Context: an optimization exercise on an open-source flow, tuned for small area, a short achievable clock period and few clock cycles. The choices shown serve that exercise and are no tape-out recipe. In this exercise RTL edits were held to simulation tests only and were not proved equivalent to the original. Power figures rest on the tool's default switching activity, not on a simulated workload.

`flow/flow/run.sh`:
```
#!/bin/bash
# Layout flow: the standard flow (standard.sh) with two changes.
#  1. The port buffers are buf_2 cells instead of the clkdlybuf4s50_1 delay
#     cells that buffer_ports picks by default; every port still gets one.
#  2. After the standard synthesis (run unchanged), fa_polarity.py re-chooses
#     the polarity of each full-adder cell (a full adder is self-dual) so that
#     fewer inverters sit between them. Registers and all other cells are kept.
#     simeq.py compares the netlists by random simulation of every register
#     input and output; if they differ, the standard netlist is used as is.
set -euo pipefail
export BUFFER_PORTS_ARGS="-buffer_cell sky130_fd_sc_hd__buf_2"
R=orfs/results/${FLOW_PLATFORM}/matrix_mac_top/base
LIB=${FLOW_HOME}/platforms/${FLOW_PLATFORM}/lib/sky130_fd_sc_hd__tt_025C_1v80.lib

bash standard.sh synth > standard_synth.log 2>&1
cp "$R/1_2_yosys.v" "$R/1_2_yosys_standard.v"
if python3 flow/fa_polarity.py "$R/1_2_yosys_standard.v" polarity.v > fa_polarity.log 2>&1 &&
   python3 flow/simeq.py "$LIB" "$R/1_2_yosys_standard.v" polarity.v > simeq.log 2>&1; then
  cp polarity.v "$R/1_2_yosys.v"
  rm -f "$R/1_synth.odb" "$R/1_synth.sdc"
else
  echo "polarity step not used" >> fa_polarity.log
fi
bash standard.sh > standard_flow.log 2>&1
```
`flow/flow/fa_polarity.py`:
```
#!/usr/bin/env python3
"""Re-choose the polarity of full-adder cells in a mapped netlist.

A full adder is self-dual: FA(~a, ~b, ~c) = (~sum, ~cout). Synthesis leaves
many inverters between full adders; this script picks, for each fa_* cell,
whether it computes the true or the inverted values so that as few inverters
as possible are needed, then rebuilds the inverters between cells. Inverters
that drive a port or a net named in an assign are kept. Registers and all
other cells are left as they are.
usage: fa_polarity.py IN.v OUT.v
"""
import math
import random
import re
import sys
from collections import defaultdict

OUT_PINS = {"X", "Y", "Q", "Q_N", "SUM", "COUT", "HI", "LO"}
src = open(sys.argv[1]).read()

m = re.search(r"\bmodule\s+(\S+)\s*\((.*?)\);", src, re.S)
inst_re = re.compile(r"^\s*(sky130_fd_sc_hd__\w+)\s+(\S+)\s*\((.*?)\);\s*$", re.S | re.M)
pin_re = re.compile(r"\.(\w+)\(\s*(.*?)\s*\)\s*(?:,|$)", re.S)

insts = []
for im in inst_re.finditer(src):
    typ, name, body = im.group(1), im.group(2), im.group(3)
    pins = {}
    for p, n in pin_re.findall(body):
        pins[p] = n.strip()
    insts.append([typ, name, pins, im.start(), im.end()])

ports = set()
for d in re.finditer(r"^\s*(input|output|inout)\s+(?:\[[^\]]*\]\s*)?(.*?);", src, re.M):
    for n in d.group(2).split(","):
        ports.add(n.strip())
assign_nets = set()
for a in re.finditer(r"^\s*assign\s+(.*?)\s*=\s*(.*?);", src, re.M):
    for side in a.groups():
        for tok in re.findall(r"\\\S+|[A-Za-z_][\w$]*(?:\s*\[\d+\])?", side):
            assign_nets.add(tok.strip())


def base_name(n):
    # a bit of a port vector: "name [3]" or "name[3]" -> name
    return re.sub(r"\s*\[\d+\]$", "", n)


def is_inv(t):
    return re.match(r"sky130_fd_sc_hd__(clk)?inv_\d+$", t) is not None


def is_fa(t):
    return re.match(r"sky130_fd_sc_hd__fa_\d+$", t) is not None


driver = {}
for i, (t, n, pins, _, _) in enumerate(insts):
    for p, net in pins.items():
        if p in OUT_PINS:
            driver[net] = (i, p)

fixed = set()
for i, (t, n, pins, _, _) in enumerate(insts):
    if is_inv(t):
        y = pins["Y"]
        if y in assign_nets or base_name(y) in ports or y in ports:
            fixed.add(i)


def source(net, depth=0):
    """(base net, polarity) of a net, looking through removable inverters."""
    d = driver.get(net)
    if d is None or depth > 20:
        return net, 0
    i, p = d
    if is_inv(insts[i][0]) and i not in fixed:
        b, pol = source(insts[i][2]["A"], depth + 1)
        return b, pol ^ 1
    return net, 0


# consumers: (inst, pin, base, pol)
cons = []
for i, (t, n, pins, _, _) in enumerate(insts):
    if is_inv(t) and i not in fixed:
        continue
    for p, net in pins.items():
        if p in OUT_PINS:
            continue
        b, pol = source(net)
        cons.append((i, p, b, pol))

def pinned(net):
    return net in assign_nets or net in ports or base_name(net) in ports


# a full adder that drives a port or an assigned net keeps its polarity
fa_ids = [i for i, x in enumerate(insts) if is_fa(x[0])
          and not any(pinned(x[2].get(p, "")) for p in ("SUM", "COUT"))]
flip = defaultdict(int)
by_base = defaultdict(list)
for k, (i, p, b, pol) in enumerate(cons):
    by_base[b].append(k)
fa_inputs = defaultdict(list)
for k, (i, p, b, pol) in enumerate(cons):
    if is_fa(insts[i][0]):
        fa_inputs[i].append(k)


def avail(b):
    d = driver.get(b)
    if d and is_fa(insts[d[0]][0]):
        return flip[d[0]]
    return 0


def req(k):
    i, p, b, pol = cons[k]
    return pol ^ (flip[i] if is_fa(insts[i][0]) else 0)


def cost_base(b):
    a = avail(b)
    return int(any(req(k) != a for k in by_base[b]))


def local_cost(f):
    bases = {cons[k][2] for k in fa_inputs[f]}
    for p in ("SUM", "COUT"):
        if p in insts[f][2]:
            bases.add(insts[f][2][p])
    return sum(cost_base(b) for b in bases)


before = sum(cost_base(b) for b in by_base)
rng = random.Random(1)
cur = before
best = (cur, dict(flip))
# simulated annealing over the flips, then keep the best state seen
steps = 400 * max(1, len(fa_ids))
temp0, temp1 = 1.5, 0.05
for it in range(steps):
    temp = temp0 * (temp1 / temp0) ** (it / steps)
    f = fa_ids[rng.randrange(len(fa_ids))] if fa_ids else None
    if f is None:
        break
    c0 = local_cost(f)
    flip[f] ^= 1
    c1 = local_cost(f)
    d = c1 - c0
    if d <= 0 or rng.random() < math.exp(-d / temp):
        cur += d
        if cur < best[0]:
            best = (cur, dict(flip))
    else:
        flip[f] ^= 1
flip = defaultdict(int, best[1])
after = sum(cost_base(b) for b in by_base)
n_old = sum(1 for i, x in enumerate(insts) if is_inv(x[0]) and i not in fixed)
sys.stderr.write(f"fa_polarity: {len(fa_ids)} full adders, {sum(flip.values())} flipped; "
                 f"inverters {n_old} -> {after} (estimate before {before})\n")

# rebuild
new_inv = {}
out_lines = []
cnt = 0


def inv_of(b):
    global cnt
    if b not in new_inv:
        cnt += 1
        new_inv[b] = (f"_fapol_{cnt}_", f"_fapol_{cnt}_y")
    return new_inv[b][1]


rewired = defaultdict(dict)
for k, (i, p, b, pol) in enumerate(cons):
    r = req(k)
    a = avail(b)
    if b.startswith("1'b") and r != a:
        rewired[i][p] = "1'b1" if b == "1'b0" else "1'b0"
    else:
        rewired[i][p] = b if r == a else inv_of(b)

def esc(v):
    # an escaped identifier ends at white space
    return v + " " if v.startswith("\\") else v


pieces = []
last = 0
wires = []
for i, (t, n, pins, s0, s1) in enumerate(insts):
    pieces.append(src[last:s0])
    last = s1
    if is_inv(t) and i not in fixed:
        continue
    newpins = dict(pins)
    newpins.update(rewired.get(i, {}))
    body = ",\n".join(f"    .{p}({esc(v)})" for p, v in newpins.items())
    pieces.append(f"  {t} {n} (\n{body}\n  );")
pieces.append(src[last:])
text = "".join(pieces)
decl = "".join(f"  wire {y};\n" for (_, y) in new_inv.values())
cells = "".join(f"  sky130_fd_sc_hd__inv_1 {n} (\n    .A({esc(b)}),\n    .Y({y})\n  );\n"
                for b, (n, y) in new_inv.items())
endpos = text.rindex("endmodule")
text = text[:endpos] + cells + text[endpos:]
# declarations right after the module header
hdr_end = text.index(";", text.index("module")) + 1
text = text[:hdr_end] + "\n" + decl + text[hdr_end:]
open(sys.argv[2], "w").write(text)
sys.stderr.write(f"fa_polarity: wrote {len(new_inv)} inverters\n")
```
`flow/flow/simeq.py`:
```
#!/usr/bin/env python3
"""Random-simulation comparison of two mapped netlists with the same registers
and ports: every register input and every output must match for random values
of the inputs and register outputs. usage: simeq.py LIB A.v B.v"""
import re, sys, random

lib = open(sys.argv[1]).read()
funcs = {}
seq = set()
for m in re.finditer(r'cell\s*\(\s*"?(sky130_fd_sc_hd__\w+)"?\s*\)\s*\{', lib):
    name = m.group(1)
    start = m.end()
    depth = 1
    i = start
    while depth:
        c = lib[i]
        if c == '{': depth += 1
        elif c == '}': depth -= 1
        i += 1
    body = lib[start:i]
    if re.search(r'\b(ff|latch)\s*\(', body):
        seq.add(name)
    fs = {}
    for pm in re.finditer(r'pin\s*\(\s*"?(\w+)"?\s*\)\s*\{([^{}]*)', body):
        f = re.search(r'function\s*:\s*"([^"]*)"', pm.group(2))
        if f:
            fs[pm.group(1)] = f.group(1)
    funcs[name] = fs

def pyexpr(f):
    f = f.replace('!', ' ~').replace('*', '&').replace('+', '|')
    f = re.sub(r'(\w)\s+(?=[\w(~])', r'\1 & ', f)
    f = re.sub(r'\)\s+(?=[\w(~])', r') & ', f)
    return f

inst_re = re.compile(r"^\s*(sky130_fd_sc_hd__\w+)\s+(\S+)\s*\((.*?)\);\s*$", re.S | re.M)
pin_re = re.compile(r"\.(\w+)\(\s*(.*?)\s*\)\s*(?:,|$)", re.S)

def load(path):
    src = open(path).read()
    insts = []
    for im in inst_re.finditer(src):
        pins = {p: n.strip() for p, n in pin_re.findall(im.group(3))}
        insts.append((im.group(1), im.group(2), pins))
    assigns = []
    for a in re.finditer(r"^\s*assign\s+(.*?)\s*=\s*(.*?)\s*;", src, re.M):
        assigns.append((a.group(1).strip(), a.group(2).strip()))
    outs = []
    for d in re.finditer(r"^\s*output\s+(?:\[(\d+):(\d+)\]\s*)?(\S+?)\s*;", src, re.M):
        if d.group(1):
            for b in range(int(d.group(2)), int(d.group(1)) + 1):
                outs.append(f"{d.group(3)}[{b}]")
        else:
            outs.append(d.group(3))
    return insts, assigns, outs

def norm(n):
    n = n.strip()
    if n.startswith('\\'):
        n = n[1:]
    return re.sub(r'\s+\[', '[', n)

def simulate(path, rnd_vals, W):
    insts, assigns, outs = load(path)
    val = {"1'b0": 0, "1'b1": (1 << W) - 1}
    drv = {}
    regs = {}
    for t, n, pins in insts:
        if t in seq:
            regs[n] = pins
            for p in ('Q', 'Q_N'):
                if p in pins:
                    key = 'Q:' + n
                    if key not in rnd_vals:
                        rnd_vals[key] = random.getrandbits(W)
                    q = rnd_vals[key]
                    val[norm(pins[p])] = q if p == 'Q' else ~q & ((1 << W) - 1)
            continue
        for p, f in funcs[t].items():
            if p in pins:
                drv[norm(pins[p])] = (t, pins, p)
    alias = {norm(l): norm(r) for l, r in assigns}
    mask = (1 << W) - 1
    sys.setrecursionlimit(100000)
    def get(n):
        n = norm(n)
        if n in val:
            return val[n]
        if n in drv:
            t, pins, p = drv[n]
            env = {}
            for q in re.findall(r'[A-Za-z_]\w*', funcs[t][p]):
                env[q] = get(pins[q])
            v = eval(pyexpr(funcs[t][p]), {}, env) & mask
        elif n in alias:
            v = get(alias[n])
        else:
            key = 'I:' + n
            if key not in rnd_vals:
                rnd_vals[key] = random.getrandbits(W)
            v = rnd_vals[key]
        val[n] = v
        return v
    res = {}
    for n, pins in regs.items():
        for p in ('D', 'RESET_B', 'SET_B', 'DE'):
            if p in pins:
                res[f'{n}.{p}'] = get(pins[p])
    for o in outs:
        res['O:' + o] = get(o)
    return res

random.seed(1)
rv = {}
W = 256
a = simulate(sys.argv[2], rv, W)
b = simulate(sys.argv[3], rv, W)
bad = [k for k in a if a[k] != b.get(k)]
missing = [k for k in a if k not in b] + [k for k in b if k not in a]
print(f"compared {len(a)} points; {len(bad)} differ; {len(missing)} unmatched")
for k in bad[:10]:
    print(" differ:", k)
sys.exit(1 if bad or missing else 0)
```
`flow/standard.sh`:
```
#!/bin/bash
# synth_recipe.tcl (not shown) runs the flow's synth.tcl, then flattens the netlist and writes it again
# the make line also repeats each setting of config.mk as NAME=value (left out here)
make -C /OpenROAD-flow-scripts/flow DESIGN_CONFIG=/design/flow/config.mk WORK_HOME=/design/flow/orfs CLKGATE_MAP_FILE= SYNTH_SCRIPT=/design/flow/synth_recipe.tcl "${@:-finish}"
```
`flow/config.mk`:
```
export PLATFORM = sky130hd
export DESIGN_NAME = matrix_mac_top
export DESIGN_NICKNAME = matrix_mac_top
export VERILOG_FILES = /design/flow/design.v
export SDC_FILE = /design/flow/constraint.sdc
export NUM_CORES = 4
export LEC_CHECK = 0
export CAP_MARGIN = 10
export CORE_MARGIN = 2
export CORE_UTILIZATION = 45
export SETUP_SLACK_MARGIN = 2.0
export SLEW_MARGIN = 10
```
`flow/constraint.sdc`:
```
create_clock -name core_clock -period 8.0 [get_ports {dca_port_11}]
set_input_delay 1.6000 -clock core_clock [delete_from_list [all_inputs] [get_ports {dca_port_11}]]
set_output_delay 1.6000 -clock core_clock [all_outputs]
set_load 0.01 [all_outputs]
```
`flow/design.v`:
```
`timescale 1ns/1ns
package mac_pkg;
  typedef enum logic [1:0] {
    OP_ADD   = 2'd0,
    OP_SUB   = 2'd1,
    OP_EWMUL = 2'd2,
    OP_OUTER = 2'd3
  } op_e;
  localparam int STEP_W = 4;
endpackage
`timescale 1ns/1ns
module mac_inst_reg
#(
  parameter int MATRIX_DIM = 4
)
(
  input  logic                                 dca_port_11,
  input  logic                                 dca_port_17,
  input  logic                                 i_load,
  input  logic [1:0]                           i_opcode,
  input  logic                                 i_init_acc,
  input  logic [MATRIX_DIM-1:0]                i_row_mask,
  input  logic [MATRIX_DIM-1:0]                i_col_mask,
  output logic [1:0]                           o_inst_opcode,
  output logic                                 o_inst_init_acc,
  output logic [MATRIX_DIM*MATRIX_DIM-1:0]     o_inst_elem_en
);
  localparam int NUM_ELEM = MATRIX_DIM * MATRIX_DIM;
  logic [NUM_ELEM-1:0] elem_en_nxt;
  always_comb
  begin
    for (int r = 0; r < MATRIX_DIM; r++)
      for (int c = 0; c < MATRIX_DIM; c++)
        elem_en_nxt[r*MATRIX_DIM + c] = i_row_mask[r] & i_col_mask[c];
  end
  always_ff @(posedge dca_port_11 or negedge dca_port_17)
  begin
    if (!dca_port_17)
    begin
      o_inst_opcode   <= mac_pkg::OP_ADD;
      o_inst_init_acc <= 1'b0;
      o_inst_elem_en  <= '0;
    end
    else if (i_load)
    begin
      o_inst_opcode   <= i_opcode;
      o_inst_init_acc <= i_init_acc;
      o_inst_elem_en  <= elem_en_nxt;
    end
  end
endmodule
`timescale 1ns/1ns
module mac_seq
(
  input  logic                       dca_port_11,
  input  logic                       dca_port_17,
  input  logic                       i_start,
  input  logic                       i_clear,
  input  logic [1:0]                 i_opcode,
  input  logic [mac_pkg::STEP_W-1:0] i_steps,
  output logic                       o_run,
  output logic                       o_first,
  output logic                       o_done
);
  logic [mac_pkg::STEP_W-1:0] remain;
  logic [mac_pkg::STEP_W-1:0] remain_nxt;
  always_comb
  begin
    remain_nxt = i_steps - 1'b1;
    if ((i_opcode != mac_pkg::OP_OUTER) || (i_steps == '0))
      remain_nxt = '0;
  end
  always_ff @(posedge dca_port_11 or negedge dca_port_17)
  begin
    if (!dca_port_17)
    begin
      o_run   <= 1'b0;
      o_first <= 1'b0;
      o_done  <= 1'b0;
      remain  <= '0;
    end
    else if (!o_run)
    begin
      o_done <= 1'b0;
      if (i_start && !i_clear)
      begin
        o_run   <= 1'b1;
        o_first <= 1'b1;
        remain  <= remain_nxt;
      end
    end
    else
    begin
      o_first <= 1'b0;
      remain  <= remain - 1'b1;
      if (i_clear || (remain == '0))
        o_run <= 1'b0;
      o_done <= !i_clear && (remain == '0);
    end
  end
endmodule
`timescale 1ns/1ns
module mac_lane
#(
  parameter int ELEM_W = 16
)
(
  input  logic              dca_port_11,
  input  logic              dca_port_17,
  input  logic              i_outer,
  input  logic              i_g_outer,
  input  logic              i_g_ewmul,
  input  logic              i_g_addsub,
  input  logic              i_keep,
  input  logic              i_sub,
  input  logic              i_cin,
  input  logic [ELEM_W-1:0] i_l_rc,
  input  logic [ELEM_W-1:0] i_r_rc,
  input  logic [ELEM_W-1:0] i_l_r0,
  input  logic [ELEM_W-1:0] i_r_0c,
  output logic [ELEM_W-1:0] o_val
);
  logic [ELEM_W-2:0] bank_s;
  logic [ELEM_W-1:0] bank_k;
  logic              top_a;
  logic              top_b;
  logic              top_c;
  logic [ELEM_W-1:0] op_a;
  logic [ELEM_W-1:0] op_b;
  logic [ELEM_W-1:0] op_s;
  logic [ELEM_W-1:0] op_k;
  logic              op_t;
  logic [ELEM_W-2:0] row0;
  logic [ELEM_W-2:0] row1;
  logic [ELEM_W-2:0] nxt_s;
  logic [ELEM_W-1:0] nxt_k;
  logic              nxt_a;
  logic              nxt_b;
  logic              nxt_c;
  logic pp1;
  logic pp2;
  logic pp3;
  logic pp4;
  logic pp5;
  logic pp6;
  logic pp7;
  logic pp8;
  logic pp9;
  logic pp10;
  logic pp11;
  logic pp12;
  logic pp13;
  logic pp14;
  logic pp15;
  logic pp16;
  logic pp17;
  logic pp18;
  logic pp19;
  logic pp20;
  logic pp21;
  logic pp22;
  logic pp23;
  logic pp24;
  logic pp25;
  logic pp26;
  logic pp27;
  logic pp28;
  logic pp29;
  logic pp30;
  logic pp31;
  logic pp32;
  logic pp33;
  logic pp34;
  logic pp35;
  logic pp36;
  logic pp37;
  logic pp38;
  logic pp39;
  logic pp40;
  logic pp41;
  logic pp42;
  logic pp43;
  logic pp44;
  logic pp45;
  logic pp46;
  logic pp47;
  logic pp48;
  logic pp49;
  logic pp50;
  logic pp51;
  logic pp52;
  logic pp53;
  logic pp54;
  logic pp55;
  logic pp56;
  logic pp57;
  logic pp58;
  logic pp59;
  logic pp60;
  logic pp61;
  logic pp62;
  logic pp63;
  logic pp64;
  logic pp65;
  logic pp66;
  logic pp67;
  logic pp68;
  logic pp69;
  logic pp70;
  logic pp71;
  logic pp72;
  logic pp73;
  logic pp74;
  logic pp75;
  logic pp76;
  logic pp77;
  logic pp78;
  logic pp79;
  logic pp80;
  logic pp81;
  logic pp82;
  logic pp83;
  logic pp84;
  logic pp85;
  logic pp86;
  logic pp87;
  logic pp88;
  logic pp89;
  logic pp90;
  logic pp91;
  logic pp92;
  logic pp93;
  logic pp94;
  logic pp95;
  logic pp96;
  logic pp97;
  logic pp98;
  logic pp99;
  logic pp100;
  logic pp101;
  logic pp102;
  logic pp103;
  logic pp104;
  logic pp105;
  logic pp106;
  logic pp107;
  logic pp108;
  logic pp109;
  logic pp110;
  logic pp111;
  logic pp112;
  logic pp113;
  logic pp114;
  logic pp115;
  logic pp116;
  logic pp117;
  logic pp118;
  logic pp119;
  logic pp120;
  logic pp121;
  logic pp122;
  logic pp123;
  logic pp124;
  logic pp125;
  logic pp126;
  logic pp127;
  logic pp128;
  logic pp129;
  logic pp130;
  logic pp131;
  logic pp132;
  logic pp133;
  logic pp134;
  logic pp135;
  logic pp136;
  logic s137;
  logic c138;
  logic s139;
  logic c140;
  logic s141;
  logic c142;
  logic s143;
  logic c144;
  logic s145;
  logic c146;
  logic s147;
  logic c148;
  logic s149;
  logic c150;
  logic s151;
  logic c152;
  logic s153;
  logic c154;
  logic s155;
  logic c156;
  logic s157;
  logic c158;
  logic s159;
  logic c160;
  logic s161;
  logic c162;
  logic s163;
  logic c164;
  logic s165;
  logic c166;
  logic s167;
  logic c168;
  logic s169;
  logic c170;
  logic s171;
  logic c172;
  logic s173;
  logic c174;
  logic s175;
  logic c176;
  logic s177;
  logic c178;
  logic s179;
  logic c180;
  logic s181;
  logic c182;
  logic s183;
  logic c184;
  logic s185;
  logic c186;
  logic s187;
  logic c188;
  logic s189;
  logic c190;
  logic s191;
  logic c192;
  logic s193;
  logic c194;
  logic s195;
  logic c196;
  logic s197;
  logic c198;
  logic s199;
  logic c200;
  logic s201;
  logic c202;
  logic s203;
  logic c204;
  logic s205;
  logic c206;
  logic s207;
  logic c208;
  logic s209;
  logic c210;
  logic s211;
  logic c212;
  logic s213;
  logic c214;
  logic s215;
  logic c216;
  logic s217;
  logic c218;
  logic s219;
  logic c220;
  logic s221;
  logic c222;
  logic s223;
  logic c224;
  logic s225;
  logic c226;
  logic s227;
  logic c228;
  logic s229;
  logic c230;
  logic s231;
  logic c232;
  logic s233;
  logic c234;
  logic s235;
  logic c236;
  logic s237;
  logic c238;
  logic s239;
  logic c240;
  logic s241;
  logic c242;
  logic s243;
  logic c244;
  logic s245;
  logic c246;
  logic s247;
  logic c248;
  logic s249;
  logic c250;
  logic s251;
  logic c252;
  logic s253;
  logic c254;
  logic s255;
  logic c256;
  logic s257;
  logic c258;
  logic s259;
  logic c260;
  logic s261;
  logic c262;
  logic s263;
  logic c264;
  logic s265;
  logic c266;
  logic s267;
  logic c268;
  logic s269;
  logic c270;
  logic s271;
  logic c272;
  logic s273;
  logic c274;
  logic s275;
  logic c276;
  logic s277;
  logic c278;
  logic s279;
  logic c280;
  logic s281;
  logic c282;
  logic s283;
  logic c284;
  logic s285;
  logic c286;
  logic s287;
  logic c288;
  logic s289;
  logic c290;
  logic s291;
  logic c292;
  logic s293;
  logic c294;
  logic s295;
  logic c296;
  logic s297;
  logic c298;
  logic s299;
  logic c300;
  logic s301;
  logic c302;
  logic s303;
  logic c304;
  logic s305;
  logic c306;
  logic s307;
  logic c308;
  logic s309;
  logic c310;
  logic s311;
  logic c312;
  logic s313;
  logic c314;
  logic s315;
  logic c316;
  logic s317;
  logic c318;
  logic s319;
  logic c320;
  logic s321;
  logic c322;
  logic s323;
  logic c324;
  logic s325;
  logic c326;
  logic s327;
  logic c328;
  logic s329;
  logic c330;
  logic s331;
  logic c332;
  logic s333;
  logic c334;
  logic s335;
  logic c336;
  logic s337;
  logic c338;
  logic s339;
  logic c340;
  logic s341;
  logic c342;
  logic s343;
  logic c344;
  logic s345;
  logic c346;
  logic s347;
  logic c348;
  assign op_a = i_outer ? i_l_r0 : i_l_rc;
  assign op_b = (i_r_0c & {ELEM_W{i_g_outer}}) | (i_r_rc & {ELEM_W{i_g_ewmul}}) |
                {{(ELEM_W-1){1'b0}}, i_g_addsub};
  assign op_s = ({top_a, bank_s} & {ELEM_W{i_keep}}) |
                ((i_r_rc ^ {ELEM_W{i_sub}}) & {ELEM_W{i_g_addsub}});
  assign op_k = bank_k & {ELEM_W{i_keep}};
  assign op_t = (top_b ^ top_c) & i_keep;
  assign pp1 = op_a[0] & op_b[0];
  assign pp2 = op_a[1] & op_b[0];
  assign pp3 = op_a[2] & op_b[0];
  assign pp4 = op_a[3] & op_b[0];
  assign pp5 = op_a[4] & op_b[0];
  assign pp6 = op_a[5] & op_b[0];
  assign pp7 = op_a[6] & op_b[0];
  assign pp8 = op_a[7] & op_b[0];
  assign pp9 = op_a[8] & op_b[0];
  assign pp10 = op_a[9] & op_b[0];
  assign pp11 = op_a[10] & op_b[0];
  assign pp12 = op_a[11] & op_b[0];
  assign pp13 = op_a[12] & op_b[0];
  assign pp14 = op_a[13] & op_b[0];
  assign pp15 = op_a[14] & op_b[0];
  assign pp16 = op_a[15] & op_b[0];
  assign pp17 = op_a[0] & op_b[1];
  assign pp18 = op_a[1] & op_b[1];
  assign pp19 = op_a[2] & op_b[1];
  assign pp20 = op_a[3] & op_b[1];
  assign pp21 = op_a[4] & op_b[1];
  assign pp22 = op_a[5] & op_b[1];
  assign pp23 = op_a[6] & op_b[1];
  assign pp24 = op_a[7] & op_b[1];
  assign pp25 = op_a[8] & op_b[1];
  assign pp26 = op_a[9] & op_b[1];
  assign pp27 = op_a[10] & op_b[1];
  assign pp28 = op_a[11] & op_b[1];
  assign pp29 = op_a[12] & op_b[1];
  assign pp30 = op_a[13] & op_b[1];
  assign pp31 = op_a[14] & op_b[1];
  assign pp32 = op_a[0] & op_b[2];
  assign pp33 = op_a[1] & op_b[2];
  assign pp34 = op_a[2] & op_b[2];
  assign pp35 = op_a[3] & op_b[2];
  assign pp36 = op_a[4] & op_b[2];
  assign pp37 = op_a[5] & op_b[2];
  assign pp38 = op_a[6] & op_b[2];
  assign pp39 = op_a[7] & op_b[2];
  assign pp40 = op_a[8] & op_b[2];
  assign pp41 = op_a[9] & op_b[2];
  assign pp42 = op_a[10] & op_b[2];
  assign pp43 = op_a[11] & op_b[2];
  assign pp44 = op_a[12] & op_b[2];
  assign pp45 = op_a[13] & op_b[2];
  assign pp46 = op_a[0] & op_b[3];
  assign pp47 = op_a[1] & op_b[3];
  assign pp48 = op_a[2] & op_b[3];
  assign pp49 = op_a[3] & op_b[3];
  assign pp50 = op_a[4] & op_b[3];
  assign pp51 = op_a[5] & op_b[3];
  assign pp52 = op_a[6] & op_b[3];
  assign pp53 = op_a[7] & op_b[3];
  assign pp54 = op_a[8] & op_b[3];
  assign pp55 = op_a[9] & op_b[3];
  assign pp56 = op_a[10] & op_b[3];
  assign pp57 = op_a[11] & op_b[3];
  assign pp58 = op_a[12] & op_b[3];
  assign pp59 = op_a[0] & op_b[4];
  assign pp60 = op_a[1] & op_b[4];
  assign pp61 = op_a[2] & op_b[4];
  assign pp62 = op_a[3] & op_b[4];
  assign pp63 = op_a[4] & op_b[4];
  assign pp64 = op_a[5] & op_b[4];
  assign pp65 = op_a[6] & op_b[4];
  assign pp66 = op_a[7] & op_b[4];
  assign pp67 = op_a[8] & op_b[4];
  assign pp68 = op_a[9] & op_b[4];
  assign pp69 = op_a[10] & op_b[4];
  assign pp70 = op_a[11] & op_b[4];
  assign pp71 = op_a[0] & op_b[5];
  assign pp72 = op_a[1] & op_b[5];
  assign pp73 = op_a[2] & op_b[5];
  assign pp74 = op_a[3] & op_b[5];
  assign pp75 = op_a[4] & op_b[5];
  assign pp76 = op_a[5] & op_b[5];
  assign pp77 = op_a[6] & op_b[5];
  assign pp78 = op_a[7] & op_b[5];
  assign pp79 = op_a[8] & op_b[5];
  assign pp80 = op_a[9] & op_b[5];
  assign pp81 = op_a[10] & op_b[5];
  assign pp82 = op_a[0] & op_b[6];
  assign pp83 = op_a[1] & op_b[6];
  assign pp84 = op_a[2] & op_b[6];
  assign pp85 = op_a[3] & op_b[6];
  assign pp86 = op_a[4] & op_b[6];
  assign pp87 = op_a[5] & op_b[6];
  assign pp88 = op_a[6] & op_b[6];
  assign pp89 = op_a[7] & op_b[6];
  assign pp90 = op_a[8] & op_b[6];
  assign pp91 = op_a[9] & op_b[6];
  assign pp92 = op_a[0] & op_b[7];
  assign pp93 = op_a[1] & op_b[7];
  assign pp94 = op_a[2] & op_b[7];
  assign pp95 = op_a[3] & op_b[7];
  assign pp96 = op_a[4] & op_b[7];
  assign pp97 = op_a[5] & op_b[7];
  assign pp98 = op_a[6] & op_b[7];
  assign pp99 = op_a[7] & op_b[7];
  assign pp100 = op_a[8] & op_b[7];
  assign pp101 = op_a[0] & op_b[8];
  assign pp102 = op_a[1] & op_b[8];
  assign pp103 = op_a[2] & op_b[8];
  assign pp104 = op_a[3] & op_b[8];
  assign pp105 = op_a[4] & op_b[8];
  assign pp106 = op_a[5] & op_b[8];
  assign pp107 = op_a[6] & op_b[8];
  assign pp108 = op_a[7] & op_b[8];
  assign pp109 = op_a[0] & op_b[9];
  assign pp110 = op_a[1] & op_b[9];
  assign pp111 = op_a[2] & op_b[9];
  assign pp112 = op_a[3] & op_b[9];
  assign pp113 = op_a[4] & op_b[9];
  assign pp114 = op_a[5] & op_b[9];
  assign pp115 = op_a[6] & op_b[9];
  assign pp116 = op_a[0] & op_b[10];
  assign pp117 = op_a[1] & op_b[10];
  assign pp118 = op_a[2] & op_b[10];
  assign pp119 = op_a[3] & op_b[10];
  assign pp120 = op_a[4] & op_b[10];
  assign pp121 = op_a[5] & op_b[10];
  assign pp122 = op_a[0] & op_b[11];
  assign pp123 = op_a[1] & op_b[11];
  assign pp124 = op_a[2] & op_b[11];
  assign pp125 = op_a[3] & op_b[11];
  assign pp126 = op_a[4] & op_b[11];
  assign pp127 = op_a[0] & op_b[12];
  assign pp128 = op_a[1] & op_b[12];
  assign pp129 = op_a[2] & op_b[12];
  assign pp130 = op_a[3] & op_b[12];
  assign pp131 = op_a[0] & op_b[13];
  assign pp132 = op_a[1] & op_b[13];
  assign pp133 = op_a[2] & op_b[13];
  assign pp134 = op_a[0] & op_b[14];
  assign pp135 = op_a[1] & op_b[14];
  assign pp136 = op_a[0] & op_b[15];
  assign s137 = i_cin ^ op_s[0] ^ pp1;
  assign c138 = (i_cin & op_s[0]) | (i_cin & pp1) | (op_s[0] & pp1);
  assign s139 = op_s[1] ^ pp2 ^ pp17;
  assign c140 = (op_s[1] & pp2) | (op_s[1] & pp17) | (pp2 & pp17);
  assign s141 = op_s[2] ^ pp3 ^ pp18;
  assign c142 = (op_s[2] & pp3) | (op_s[2] & pp18) | (pp3 & pp18);
  assign s143 = pp32 ^ c140 ^ s141;
  assign c144 = (pp32 & c140) | (pp32 & s141) | (c140 & s141);
  assign s145 = op_s[3] ^ pp4 ^ pp19;
  assign c146 = (op_s[3] & pp4) | (op_s[3] & pp19) | (pp4 & pp19);
  assign s147 = pp33 ^ pp46 ^ c142;
  assign c148 = (pp33 & pp46) | (pp33 & c142) | (pp46 & c142);
  assign s149 = s145 ^ c144 ^ s147;
  assign c150 = (s145 & c144) | (s145 & s147) | (c144 & s147);
  assign s151 = op_s[4] ^ pp5 ^ pp20;
  assign c152 = (op_s[4] & pp5) | (op_s[4] & pp20) | (pp5 & pp20);
  assign s153 = pp34 ^ pp47 ^ pp59;
  assign c154 = (pp34 & pp47) | (pp34 & pp59) | (pp47 & pp59);
  assign s155 = c146 ^ s151 ^ s153;
  assign c156 = (c146 & s151) | (c146 & s153) | (s151 & s153);
  assign s157 = c148 ^ s155 ^ c150;
  assign c158 = (c148 & s155) | (c148 & c150) | (s155 & c150);
  assign s159 = op_s[5] ^ pp6 ^ pp21;
  assign c160 = (op_s[5] & pp6) | (op_s[5] & pp21) | (pp6 & pp21);
  assign s161 = pp35 ^ pp48 ^ pp60;
  assign c162 = (pp35 & pp48) | (pp35 & pp60) | (pp48 & pp60);
  assign s163 = pp71 ^ c152 ^ c154;
  assign c164 = (pp71 & c152) | (pp71 & c154) | (c152 & c154);
  assign s165 = s159 ^ s161 ^ c156;
  assign c166 = (s159 & s161) | (s159 & c156) | (s161 & c156);
  assign s167 = s163 ^ s165 ^ c158;
  assign c168 = (s163 & s165) | (s163 & c158) | (s165 & c158);
  assign s169 = op_s[6] ^ pp7 ^ pp22;
  assign c170 = (op_s[6] & pp7) | (op_s[6] & pp22) | (pp7 & pp22);
  assign s171 = pp36 ^ pp49 ^ pp61;
  assign c172 = (pp36 & pp49) | (pp36 & pp61) | (pp49 & pp61);
  assign s173 = pp72 ^ pp82 ^ c160;
  assign c174 = (pp72 & pp82) | (pp72 & c160) | (pp82 & c160);
  assign s175 = c162 ^ s169 ^ s171;
  assign c176 = (c162 & s169) | (c162 & s171) | (s169 & s171);
  assign s177 = c164 ^ s173 ^ s175;
  assign c178 = (c164 & s173) | (c164 & s175) | (s173 & s175);
  assign s179 = c166 ^ s177 ^ c168;
  assign c180 = (c166 & s177) | (c166 & c168) | (s177 & c168);
  assign s181 = op_s[7] ^ pp8 ^ pp23;
  assign c182 = (op_s[7] & pp8) | (op_s[7] & pp23) | (pp8 & pp23);
  assign s183 = pp37 ^ pp50 ^ pp62;
  assign c184 = (pp37 & pp50) | (pp37 & pp62) | (pp50 & pp62);
  assign s185 = pp73 ^ pp83 ^ pp92;
  assign c186 = (pp73 & pp83) | (pp73 & pp92) | (pp83 & pp92);
  assign s187 = c170 ^ c172 ^ s181;
  assign c188 = (c170 & c172) | (c170 & s181) | (c172 & s181);
  assign s189 = s183 ^ s185 ^ c174;
  assign c190 = (s183 & s185) | (s183 & c174) | (s185 & c174);
  assign s191 = c176 ^ s187 ^ s189;
  assign c192 = (c176 & s187) | (c176 & s189) | (s187 & s189);
  assign s193 = c178 ^ s191 ^ c180;
  assign c194 = (c178 & s191) | (c178 & c180) | (s191 & c180);
  assign s195 = op_s[8] ^ op_k[8] ^ pp9;
  assign c196 = (op_s[8] & op_k[8]) | (op_s[8] & pp9) | (op_k[8] & pp9);
  assign s197 = pp24 ^ pp38 ^ pp51;
  assign c198 = (pp24 & pp38) | (pp24 & pp51) | (pp38 & pp51);
  assign s199 = pp63 ^ pp74 ^ pp84;
  assign c200 = (pp63 & pp74) | (pp63 & pp84) | (pp74 & pp84);
  assign s201 = pp93 ^ pp101 ^ c182;
  assign c202 = (pp93 & pp101) | (pp93 & c182) | (pp101 & c182);
  assign s203 = c184 ^ c186 ^ s195;
  assign c204 = (c184 & c186) | (c184 & s195) | (c186 & s195);
  assign s205 = s197 ^ s199 ^ c188;
  assign c206 = (s197 & s199) | (s197 & c188) | (s199 & c188);
  assign s207 = s201 ^ s203 ^ c190;
  assign c208 = (s201 & s203) | (s201 & c190) | (s203 & c190);
  assign s209 = s205 ^ c192 ^ s207;
  assign c210 = (s205 & c192) | (s205 & s207) | (c192 & s207);
  assign s211 = op_s[9] ^ pp10 ^ pp25;
  assign c212 = (op_s[9] & pp10) | (op_s[9] & pp25) | (pp10 & pp25);
  assign s213 = pp39 ^ pp52 ^ pp64;
  assign c214 = (pp39 & pp52) | (pp39 & pp64) | (pp52 & pp64);
  assign s215 = pp75 ^ pp85 ^ pp94;
  assign c216 = (pp75 & pp85) | (pp75 & pp94) | (pp85 & pp94);
  assign s217 = pp102 ^ pp109 ^ c196;
  assign c218 = (pp102 & pp109) | (pp102 & c196) | (pp109 & c196);
  assign s219 = c198 ^ c200 ^ s211;
  assign c220 = (c198 & c200) | (c198 & s211) | (c200 & s211);
  assign s221 = s213 ^ s215 ^ c202;
  assign c222 = (s213 & s215) | (s213 & c202) | (s215 & c202);
  assign s223 = c204 ^ s217 ^ s219;
  assign c224 = (c204 & s217) | (c204 & s219) | (s217 & s219);
  assign s225 = c206 ^ s221 ^ s223;
  assign c226 = (c206 & s221) | (c206 & s223) | (s221 & s223);
  assign s227 = c208 ^ s225 ^ c210;
  assign c228 = (c208 & s225) | (c208 & c210) | (s225 & c210);
  assign s229 = op_s[10] ^ pp11 ^ pp26;
  assign c230 = (op_s[10] & pp11) | (op_s[10] & pp26) | (pp11 & pp26);
  assign s231 = pp40 ^ pp53 ^ pp65;
  assign c232 = (pp40 & pp53) | (pp40 & pp65) | (pp53 & pp65);
  assign s233 = pp76 ^ pp86 ^ pp95;
  assign c234 = (pp76 & pp86) | (pp76 & pp95) | (pp86 & pp95);
  assign s235 = pp103 ^ pp110 ^ pp116;
  assign c236 = (pp103 & pp110) | (pp103 & pp116) | (pp110 & pp116);
  assign s237 = c212 ^ c214 ^ c216;
  assign c238 = (c212 & c214) | (c212 & c216) | (c214 & c216);
  assign s239 = s229 ^ s231 ^ s233;
  assign c240 = (s229 & s231) | (s229 & s233) | (s231 & s233);
  assign s241 = s235 ^ c218 ^ c220;
  assign c242 = (s235 & c218) | (s235 & c220) | (c218 & c220);
  assign s243 = s237 ^ s239 ^ c222;
  assign c244 = (s237 & s239) | (s237 & c222) | (s239 & c222);
  assign s245 = c224 ^ s241 ^ s243;
  assign c246 = (c224 & s241) | (c224 & s243) | (s241 & s243);
  assign s247 = c226 ^ s245 ^ c228;
  assign c248 = (c226 & s245) | (c226 & c228) | (s245 & c228);
  assign s249 = op_s[11] ^ op_k[11] ^ pp12;
  assign c250 = (op_s[11] & op_k[11]) | (op_s[11] & pp12) | (op_k[11] & pp12);
  assign s251 = pp27 ^ pp41 ^ pp54;
  assign c252 = (pp27 & pp41) | (pp27 & pp54) | (pp41 & pp54);
  assign s253 = pp66 ^ pp77 ^ pp87;
  assign c254 = (pp66 & pp77) | (pp66 & pp87) | (pp77 & pp87);
  assign s255 = pp96 ^ pp104 ^ pp111;
  assign c256 = (pp96 & pp104) | (pp96 & pp111) | (pp104 & pp111);
  assign s257 = pp117 ^ pp122 ^ c230;
  assign c258 = (pp117 & pp122) | (pp117 & c230) | (pp122 & c230);
  assign s259 = c232 ^ c234 ^ c236;
  assign c260 = (c232 & c234) | (c232 & c236) | (c234 & c236);
  assign s261 = s249 ^ s251 ^ s253;
  assign c262 = (s249 & s251) | (s249 & s253) | (s251 & s253);
  assign s263 = s255 ^ c238 ^ c240;
  assign c264 = (s255 & c238) | (s255 & c240) | (c238 & c240);
  assign s265 = s257 ^ s259 ^ s261;
  assign c266 = (s257 & s259) | (s257 & s261) | (s259 & s261);
  assign s267 = c242 ^ s263 ^ s265;
  assign c268 = (c242 & s263) | (c242 & s265) | (s263 & s265);
  assign s269 = c244 ^ s267 ^ c246;
  assign c270 = (c244 & s267) | (c244 & c246) | (s267 & c246);
  assign s271 = op_s[12] ^ pp13 ^ pp28;
  assign c272 = (op_s[12] & pp13) | (op_s[12] & pp28) | (pp13 & pp28);
  assign s273 = pp42 ^ pp55 ^ pp67;
  assign c274 = (pp42 & pp55) | (pp42 & pp67) | (pp55 & pp67);
  assign s275 = pp78 ^ pp88 ^ pp97;
  assign c276 = (pp78 & pp88) | (pp78 & pp97) | (pp88 & pp97);
  assign s277 = pp105 ^ pp112 ^ pp118;
  assign c278 = (pp105 & pp112) | (pp105 & pp118) | (pp112 & pp118);
  assign s279 = pp123 ^ pp127 ^ c250;
  assign c280 = (pp123 & pp127) | (pp123 & c250) | (pp127 & c250);
  assign s281 = c252 ^ c254 ^ c256;
  assign c282 = (c252 & c254) | (c252 & c256) | (c254 & c256);
  assign s283 = s271 ^ s273 ^ s275;
  assign c284 = (s271 & s273) | (s271 & s275) | (s273 & s275);
  assign s285 = s277 ^ c258 ^ c260;
  assign c286 = (s277 & c258) | (s277 & c260) | (c258 & c260);
  assign s287 = c262 ^ s279 ^ s281;
  assign c288 = (c262 & s279) | (c262 & s281) | (s279 & s281);
  assign s289 = s283 ^ c264 ^ s285;
  assign c290 = (s283 & c264) | (s283 & s285) | (c264 & s285);
  assign s291 = c266 ^ s287 ^ s289;
  assign c292 = (c266 & s287) | (c266 & s289) | (s287 & s289);
  assign s293 = c268 ^ s291 ^ c270;
  assign c294 = (c268 & s291) | (c268 & c270) | (s291 & c270);
  assign s295 = op_s[13] ^ op_k[13] ^ pp14;
  assign c296 = (op_s[13] & op_k[13]) | (op_s[13] & pp14) | (op_k[13] & pp14);
  assign s297 = pp29 ^ pp43 ^ pp56;
  assign c298 = (pp29 & pp43) | (pp29 & pp56) | (pp43 & pp56);
  assign s299 = pp68 ^ pp79 ^ pp89;
  assign c300 = (pp68 & pp79) | (pp68 & pp89) | (pp79 & pp89);
  assign s301 = pp98 ^ pp106 ^ pp113;
  assign c302 = (pp98 & pp106) | (pp98 & pp113) | (pp106 & pp113);
  assign s303 = pp119 ^ pp124 ^ pp128;
  assign c304 = (pp119 & pp124) | (pp119 & pp128) | (pp124 & pp128);
  assign s305 = pp131 ^ c272 ^ c274;
  assign c306 = (pp131 & c272) | (pp131 & c274) | (c272 & c274);
  assign s307 = c276 ^ c278 ^ s295;
  assign c308 = (c276 & c278) | (c276 & s295) | (c278 & s295);
  assign s309 = s297 ^ s299 ^ s301;
  assign c310 = (s297 & s299) | (s297 & s301) | (s299 & s301);
  assign s311 = s303 ^ c280 ^ c282;
  assign c312 = (s303 & c280) | (s303 & c282) | (c280 & c282);
  assign s313 = c284 ^ s305 ^ s307;
  assign c314 = (c284 & s305) | (c284 & s307) | (s305 & s307);
  assign s315 = s309 ^ c286 ^ c288;
  assign c316 = (s309 & c286) | (s309 & c288) | (c286 & c288);
  assign s317 = s311 ^ s313 ^ c290;
  assign c318 = (s311 & s313) | (s311 & c290) | (s313 & c290);
  assign s319 = s315 ^ c292 ^ s317;
  assign c320 = (s315 & c292) | (s315 & s317) | (c292 & s317);
  assign s321 = op_s[14] ^ pp15 ^ pp30;
  assign c322 = (op_s[14] & pp15) | (op_s[14] & pp30) | (pp15 & pp30);
  assign s323 = pp44 ^ pp57 ^ pp69;
  assign c324 = (pp44 & pp57) | (pp44 & pp69) | (pp57 & pp69);
  assign s325 = pp80 ^ pp90 ^ pp99;
  assign c326 = (pp80 & pp90) | (pp80 & pp99) | (pp90 & pp99);
  assign s327 = pp107 ^ pp114 ^ pp120;
  assign c328 = (pp107 & pp114) | (pp107 & pp120) | (pp114 & pp120);
  assign s329 = pp125 ^ pp129 ^ pp132;
  assign c330 = (pp125 & pp129) | (pp125 & pp132) | (pp129 & pp132);
  assign s331 = pp134 ^ c296 ^ c298;
  assign c332 = (pp134 & c296) | (pp134 & c298) | (c296 & c298);
  assign s333 = c300 ^ c302 ^ c304;
  assign c334 = (c300 & c302) | (c300 & c304) | (c302 & c304);
  assign s335 = s321 ^ s323 ^ s325;
  assign c336 = (s321 & s323) | (s321 & s325) | (s323 & s325);
  assign s337 = s327 ^ s329 ^ c306;
  assign c338 = (s327 & s329) | (s327 & c306) | (s329 & c306);
  assign s339 = c308 ^ c310 ^ s331;
  assign c340 = (c308 & c310) | (c308 & s331) | (c310 & s331);
  assign s341 = s333 ^ s335 ^ c312;
  assign c342 = (s333 & s335) | (s333 & c312) | (s335 & c312);
  assign s343 = s337 ^ c314 ^ s339;
  assign c344 = (s337 & c314) | (s337 & s339) | (c314 & s339);
  assign s345 = c316 ^ s341 ^ s343;
  assign c346 = (c316 & s341) | (c316 & s343) | (s341 & s343);
  assign s347 = c318 ^ s345 ^ c320;
  assign c348 = (c318 & s345) | (c318 & c320) | (s345 & c320);
  logic c_top;
  assign row0 = {s347, s319, s293, s269, s247, s227, s209, s193, s179, s167, s157, s149, s143, c138, s137};
  assign row1 = {1'b0, c294, 1'b0, c248, 1'b0, 1'b0, c194, 1'b0, 1'b0, 1'b0, 1'b0, 1'b0, 1'b0, s139, 1'b0};
  assign {nxt_k[8], nxt_s[7:0]} = row0[7:0] + row1[7:0];
  assign {nxt_k[11], nxt_s[10:8]} = row0[10:8] + row1[10:8];
  assign {nxt_k[13], nxt_s[12:11]} = row0[12:11] + row1[12:11];
  assign {c_top, nxt_s[14:13]} = row0[14:13] + row1[14:13];
  assign nxt_k[0] = 1'b0;
  assign nxt_k[1] = 1'b0;
  assign nxt_k[2] = 1'b0;
  assign nxt_k[3] = 1'b0;
  assign nxt_k[4] = 1'b0;
  assign nxt_k[5] = 1'b0;
  assign nxt_k[6] = 1'b0;
  assign nxt_k[7] = 1'b0;
  assign nxt_k[9] = 1'b0;
  assign nxt_k[10] = 1'b0;
  assign nxt_k[12] = 1'b0;
  assign nxt_k[14] = 1'b0;
  assign nxt_k[15] = 1'b0;
  assign nxt_a = pp16 ^ pp31 ^ pp45 ^ pp58 ^ pp70 ^ pp81 ^ pp91 ^ pp100 ^ pp108 ^ pp115 ^ pp121 ^ pp126 ^ pp130 ^ pp133 ^ pp135 ^ pp136 ^ op_s[15] ^ op_t;
  assign nxt_b = c322 ^ c324 ^ c326 ^ c328 ^ c330 ^ c332 ^ c334 ^ c336 ^ c338 ^ c340 ^ c342 ^ c344;
  assign nxt_c = c346 ^ c348 ^ c_top;
  always_ff @(posedge dca_port_11 or negedge dca_port_17)
  begin
    if (!dca_port_17)
    begin
      bank_s <= '0;
      bank_k <= '0;
      top_a  <= 1'b0;
      top_b  <= 1'b0;
      top_c  <= 1'b0;
    end
    else
    begin
      bank_s <= nxt_s;
      bank_k <= nxt_k;
      top_a  <= nxt_a;
      top_b  <= nxt_b;
      top_c  <= nxt_c;
    end
  end
  logic oc8;
  logic oc9;
  logic oc10;
  logic oc11;
  logic oc12;
  logic oc13;
  logic oc14;
  assign o_val[0] = bank_s[0];
  assign o_val[1] = bank_s[1];
  assign o_val[2] = bank_s[2];
  assign o_val[3] = bank_s[3];
  assign o_val[4] = bank_s[4];
  assign o_val[5] = bank_s[5];
  assign o_val[6] = bank_s[6];
  assign o_val[7] = bank_s[7];
  assign o_val[8] = bank_s[8] ^ bank_k[8];
  assign oc8 = bank_s[8] & bank_k[8];
  assign o_val[9] = bank_s[9] ^ oc8;
  assign oc9 = bank_s[9] & oc8;
  assign o_val[10] = bank_s[10] ^ oc9;
  assign oc10 = bank_s[10] & oc9;
  assign o_val[11] = bank_s[11] ^ bank_k[11] ^ oc10;
  assign oc11 = (bank_s[11] & bank_k[11]) | (bank_s[11] & oc10) | (bank_k[11] & oc10);
  assign o_val[12] = bank_s[12] ^ oc11;
  assign oc12 = bank_s[12] & oc11;
  assign o_val[13] = bank_s[13] ^ bank_k[13] ^ oc12;
  assign oc13 = (bank_s[13] & bank_k[13]) | (bank_s[13] & oc12) | (bank_k[13] & oc12);
  assign o_val[14] = bank_s[14] ^ oc13;
  assign oc14 = bank_s[14] & oc13;
  assign o_val[15] = top_a ^ top_b ^ top_c ^ oc14;
endmodule
`timescale 1ns/1ns
module mac_datapath
#(
  parameter int MATRIX_DIM = 4,
  parameter int ELEM_W     = 16
)
(
  input  logic                                    dca_port_11,
  input  logic                                    dca_port_17,
  input  logic                                    i_run,
  input  logic [MATRIX_DIM*MATRIX_DIM-1:0]        i_elem_en,
  input  logic [1:0]                              i_op,
  input  logic                                    i_acc,
  input  logic [MATRIX_DIM*MATRIX_DIM*ELEM_W-1:0] i_lhs,
  input  logic [MATRIX_DIM*MATRIX_DIM*ELEM_W-1:0] i_rhs,
  output logic [MATRIX_DIM*MATRIX_DIM*ELEM_W-1:0] o_result
);
  logic outer;
  logic ewmul;
  logic addsub;
  logic sub;
  assign outer  = (i_op == mac_pkg::OP_OUTER);
  assign ewmul  = (i_op == mac_pkg::OP_EWMUL);
  assign addsub = (i_op == mac_pkg::OP_ADD) || (i_op == mac_pkg::OP_SUB);
  assign sub    = (i_op == mac_pkg::OP_SUB);
  for (genvar r = 0; r < MATRIX_DIM; r++)
  begin : g_row
    for (genvar c = 0; c < MATRIX_DIM; c++)
    begin : g_col
      localparam int IDX = r*MATRIX_DIM + c;
      logic we;
      assign we = i_run & i_elem_en[IDX];
      mac_lane #(.ELEM_W(ELEM_W)) mac_lane_i
      (
        .dca_port_11 (dca_port_11),
        .dca_port_17 (dca_port_17),
        .i_outer     (outer),
        .i_g_outer   (we & outer),
        .i_g_ewmul   (we & ewmul),
        .i_g_addsub  (we & addsub),
        .i_keep      (!we || (outer && i_acc)),
        .i_sub       (sub),
        .i_cin       (we & sub),
        .i_l_rc      (i_lhs[IDX*ELEM_W +: ELEM_W]),
        .i_r_rc      (i_rhs[IDX*ELEM_W +: ELEM_W]),
        .i_l_r0      (i_lhs[(r*MATRIX_DIM)*ELEM_W +: ELEM_W]),
        .i_r_0c      (i_rhs[c*ELEM_W +: ELEM_W]),
        .o_val       (o_result[IDX*ELEM_W +: ELEM_W])
      );
    end
  end
endmodule
`timescale 1ns/1ns
`timescale 1ns/1ns
module matrix_mac_top
#(
  parameter int MATRIX_DIM = 4,
  parameter int ELEM_W     = 16
)
(
  input  logic                                    dca_port_11,
  input  logic                                    dca_port_17,
  input  logic                                    i_start,
  input  logic                                    i_clear,
  input  logic [1:0]                              i_opcode,
  input  logic                                    i_init_acc,
  input  logic [MATRIX_DIM-1:0]                   i_row_mask,
  input  logic [MATRIX_DIM-1:0]                   i_col_mask,
  input  logic [mac_pkg::STEP_W-1:0]              i_steps,
  input  logic [MATRIX_DIM*MATRIX_DIM*ELEM_W-1:0] i_lhs,
  input  logic [MATRIX_DIM*MATRIX_DIM*ELEM_W-1:0] i_rhs,
  output logic                                    o_busy,
  output logic                                    o_step_req,
  output logic                                    o_done,
  output logic [MATRIX_DIM*MATRIX_DIM*ELEM_W-1:0] o_result
);
  logic                             run;
  logic                             first;
  logic [1:0]                       inst_opcode;
  logic                             inst_init_acc;
  logic [MATRIX_DIM*MATRIX_DIM-1:0] inst_elem_en;
  mac_seq mac_seq_i
  (
    .dca_port_11 (dca_port_11),
    .dca_port_17 (dca_port_17),
    .i_start     (i_start),
    .i_clear     (i_clear),
    .i_opcode    (i_opcode),
    .i_steps     (i_steps),
    .o_run       (run),
    .o_first     (first),
    .o_done      (o_done)
  );
  mac_inst_reg #(.MATRIX_DIM(MATRIX_DIM)) mac_inst_reg_i
  (
    .dca_port_11     (dca_port_11),
    .dca_port_17     (dca_port_17),
    .i_load          (!run),
    .i_opcode        (i_opcode),
    .i_init_acc      (i_init_acc),
    .i_row_mask      (i_row_mask),
    .i_col_mask      (i_col_mask),
    .o_inst_opcode   (inst_opcode),
    .o_inst_init_acc (inst_init_acc),
    .o_inst_elem_en  (inst_elem_en)
  );
  mac_datapath #(.MATRIX_DIM(MATRIX_DIM), .ELEM_W(ELEM_W)) mac_datapath_i
  (
    .dca_port_11 (dca_port_11),
    .dca_port_17 (dca_port_17),
    .i_run       (run),
    .i_elem_en   (inst_elem_en),
    .i_op        (inst_opcode),
    .i_acc       (!(first && inst_init_acc)),
    .i_lhs       (i_lhs),
    .i_rhs       (i_rhs),
    .o_result    (o_result)
  );
  assign o_busy     = run;
  assign o_step_req = run;
endmodule
```
==> notes.md <==
- Global-route wire length before repair: between 400000 and 500000 um
- Crit. End Element: register
- Largest net degree at the start of global routing: 87
- Lkg Pwr: 0.04398 uW
- Cell area after layout: just under 90000 um2
- Relative slew slack: approximately 32%
- Placement Cell Area: about 85000 um2
- Switch share: 49.90%
- Int Pwr: between 8000 and 9000 uW
- Mapped Nets: approximately 11k
- IO Count: 790
- WHS Path Cells: 2
- Num CTS Buffers: 56
- Drt pass-1 iters: 6
- Mean number of vias per cell: between 5 and 6
- Port Buffers: between 700 and 800
- Avg Inst Size Synth: around 9.6 um2
- Bufs on Longest Clock Path: 3
- Clock sinks: 362
- Worst Tran Pin Value: 1.005 ns
- Std-Cell Core Area: roughly 170000 um2
- Starting Density: approximately 45%
- Met3 Use GR: slightly above 9%
- First DRT Iteration DRCs: around 6.2k
- GRT Max-Usage Layer: met2
- Root Driver: clkbuf_16
- Fin. Hold Viols: 0
- Routed WL per cell: about 30 um
- R2r worst-path depth: 16
- Gate Count Post-Synth: 8184
- Area occupied by multi-input gates: ~65000 um2
- Sw power: roughly 8700 uW
- Remaining DRCs: 0
- Die Width: approximately 420 um
- Crit-path max FO: between 40 and 50
- Final Skew: between 0.02 and 0.03 ns
- CP Launch Type: register
- Fill count: around 16k
- Rows: 153
- Clock group share of total power: around 17%
- GPL Wtd Cong: 1.038
- Setup TNS: 0 ns
- DRT Wirelength: around 350000 um
- Hpwl dp: about 280000 um
- Vias in the first global route: around 69k
- Routed Antenna Nets: 0
- GRT overflow: 0
- Setup repair after global routing missed its margin: yes
- Met1 usage: between 40% and 50%
- Crit path time final: between 5 and 6 ns
- CTS HTree Levels: 2
- MaxCap Viol Count: 0
- Peak VDD IR: between 0.15 and 0.2 mV
- Yosys Warn Count: 3
- Final net count: roughly 11k
- Area Overhead vs Synth: 12.35%
- R2R setup slack: between 2 and 2.5 ns
- Full die area: between 150000 and 200000 um2
- CP Data Arrival Time: roughly 6.6 ns
- Die height: ~420 um
- PwrDens: between 150 and 200 nW/um2
- Clk latency of the worst-skew pair: between 0.7 and 0.8 ns
- Final Max Tran Viols: 0
- HP Class: reg -> reg
- Comb pwr share: about 64%
- Reg area: around 9000 um2
- CTS tree: done
- Fin Hold WS: slightly above 0.5 ns
- Share of post-route cells with drive strength above 1: between 15 and 20%
- Final-report setup violation count: 0
- Antenna violations before repair: between 70 and 80
- Routed via count: roughly 64k
- Critical path class: reg -> reg
- Outcome: finished clean
- Grt met2 use: about three fifths
- Mapped cell area: a little under 80000 um2
- Fmax: about 170 MHz
- Required @ worst endpoint: about 8.7 ns
- Tot GR Track Use: about two fifths
- Tcrit/Tclk final: between 70% and 80%
- Sequential power share: 18.9%
- Reg clk slew, reported paths: 0.06 ns
per-stage QoR:
step | cells | total power [uW] | worst slack [ns] | utilization, %
final | 11260 | 17360 | 2.025 | 50.88
after global routing | 11240 | 18540 | 1.909 | 50.85
after CTS | 11150 | 17250 | 1.965 | 50.35
after detailed placement | 11020 | 14080 | 0.7786 | 48.74
after global placement | 11020 | 13930 | 0.9054 | 48.74
after floorplan | 8184 | 10300 | 1.940 | -
flip-flops by register name, summed over array words and instances, names as in the netlist:
signal	cells
mac_inst_reg_i.o_inst_opcode	2
mac_seq_i.o_done	1
mac_datapath_i.g_row.g_col.mac_lane_i.top_c	16
mac_inst_reg_i.o_inst_elem_en	16
mac_datapath_i.g_row.g_col.mac_lane_i.top_b	16
mac_datapath_i.g_row.g_col.mac_lane_i.bank_k	48
mac_seq_i.o_run	1
mac_datapath_i.g_row.g_col.mac_lane_i.bank_s	240
mac_datapath_i.g_row.g_col.mac_lane_i.top_a	16
mac_inst_reg_i.o_inst_init_acc	1
mac_seq_i.remain	4
mac_seq_i.o_first	1
power by group through the flow:
stage	Sequential (uW)	Clock, uW	Combinational [uW]
2_1_floorplan	2960	0	7340
3_3_place_gp	3300	0	10600
3_5_place_dp	3310	0	10800
4_1_cts	3270	2960	11000
5_1_grt	3340	3020	12200
6_report	3290	2920	11200
path summary, 6_finish.rpt:
check,startpoint,to
worst max-delay path,mac_inst_reg_i.o_inst_opcode[0],mac_datapath_i.g_row[3].g_col[1].mac_lane_i.top_c
worst min-delay path,mac_seq_i.o_first,mac_seq_i.o_first
worst max register to register,mac_inst_reg_i.o_inst_opcode[0],mac_datapath_i.g_row[3].g_col[1].mac_lane_i.top_c
worst min register to register,mac_seq_i.o_first,mac_seq_i.o_first
max in group asynchronous,dca_port_17,async pin
min in group asynchronous,dca_port_17,mac_datapath_i.g_row[0].g_col[3].mac_lane_i.top_c
final cells by class:
type | count | share of cell area [%]
Tap cell | 2325 | 3.286
Inverter | 779 | 3.303
Multi-Input combinational cell | 6544 | 73.25
Sequential cell | 362 | 10.24
Clock buffer | 74 | 1.762
Clock inverter | 29 | 0.5398
Timing Repair Buffer | 1080 | 7.435
Antenna cell | 65 | 0.1837
layer usage:
metal  routed length [um]  vias to the layer above
met5                   88                        -
met4                32310                       14
met3                31690                      945
met2               154500                     3576
met1               128900                    33150
li1                     -                    26430
worst max-delay path, stage by stage, from the launching register on:
cell	delay, ns
dfrtp_4	0.58
buf_12	0.29
buf_12	0.24
and3_4	0.34
a21oi_1	0.21
or2_2	0.39
fa_1	0.54
inv_1	0.09
fa_1	0.41
fa_1	0.40
fa_1	0.48
fa_1	0.40
fa_1	0.42
fa_1	0.44
ha_1	0.23
xnor2_1	0.17
xnor2_1	0.15
timing repair:
action                                  CTS  global route
setup buffers                            27            38
pin swaps                                 5            10
hold buffers                              0             0
resized for setup                       132           133
gates cloned                              2             3
endpoints found under the setup margin  150            40
cell usage in the layout (no fill, tap or decap), types with 102 or more instances in the layout:
cell type / count
fa_1: 1728
nor2_1: 1085
buf_2: 785
inv_1: 779
nand2_1: 675
xnor2_1: 561
dfrtp_1: 359
and2_1: 270
xor2_1: 268
buf_4: 253
nand2b_1: 221
ha_1: 210
o21ai_0: 177
nand3_1: 167
nor2b_1: 141
a21oi_1: 132
a22oi_1: 122
or2_2: 111
and3_1: 102
Testbench counts, summed over its fixed seeds: cycles 7,501.

## afterwards: timing with drivers on the ports
How much do the figures lean on ideal ports? The routed layout below was timed once more, with nothing changed but the port constraints.
Step 1 sets driving cells, clkbuf_16 on the clock port and buf_2 on the other inputs (assumed; they add their load-dependent delay and slew).
Step 2 times the ports against the registers' clock, not the clock port: input delays grow and output delays shrink by t, the midpoint of the rising clock arrivals with the driver on.
a / b / c = no drivers / after step 1 / after step 2; a / b = the first two.
t (ns): 0.837
slack for setup (ns): 2.025 / 2.025 / 1.250
hold slack, ns: 0.517 / 0.517 / 0.517
worst register clock-pin slew, ns: 0.08 / 0.08
worst data-port slew with drivers (ns): 0.22
After both steps this run still meets setup and hold. The setup slack of this run moves by 0.000 ns with the drivers and by -0.775 ns with both steps.
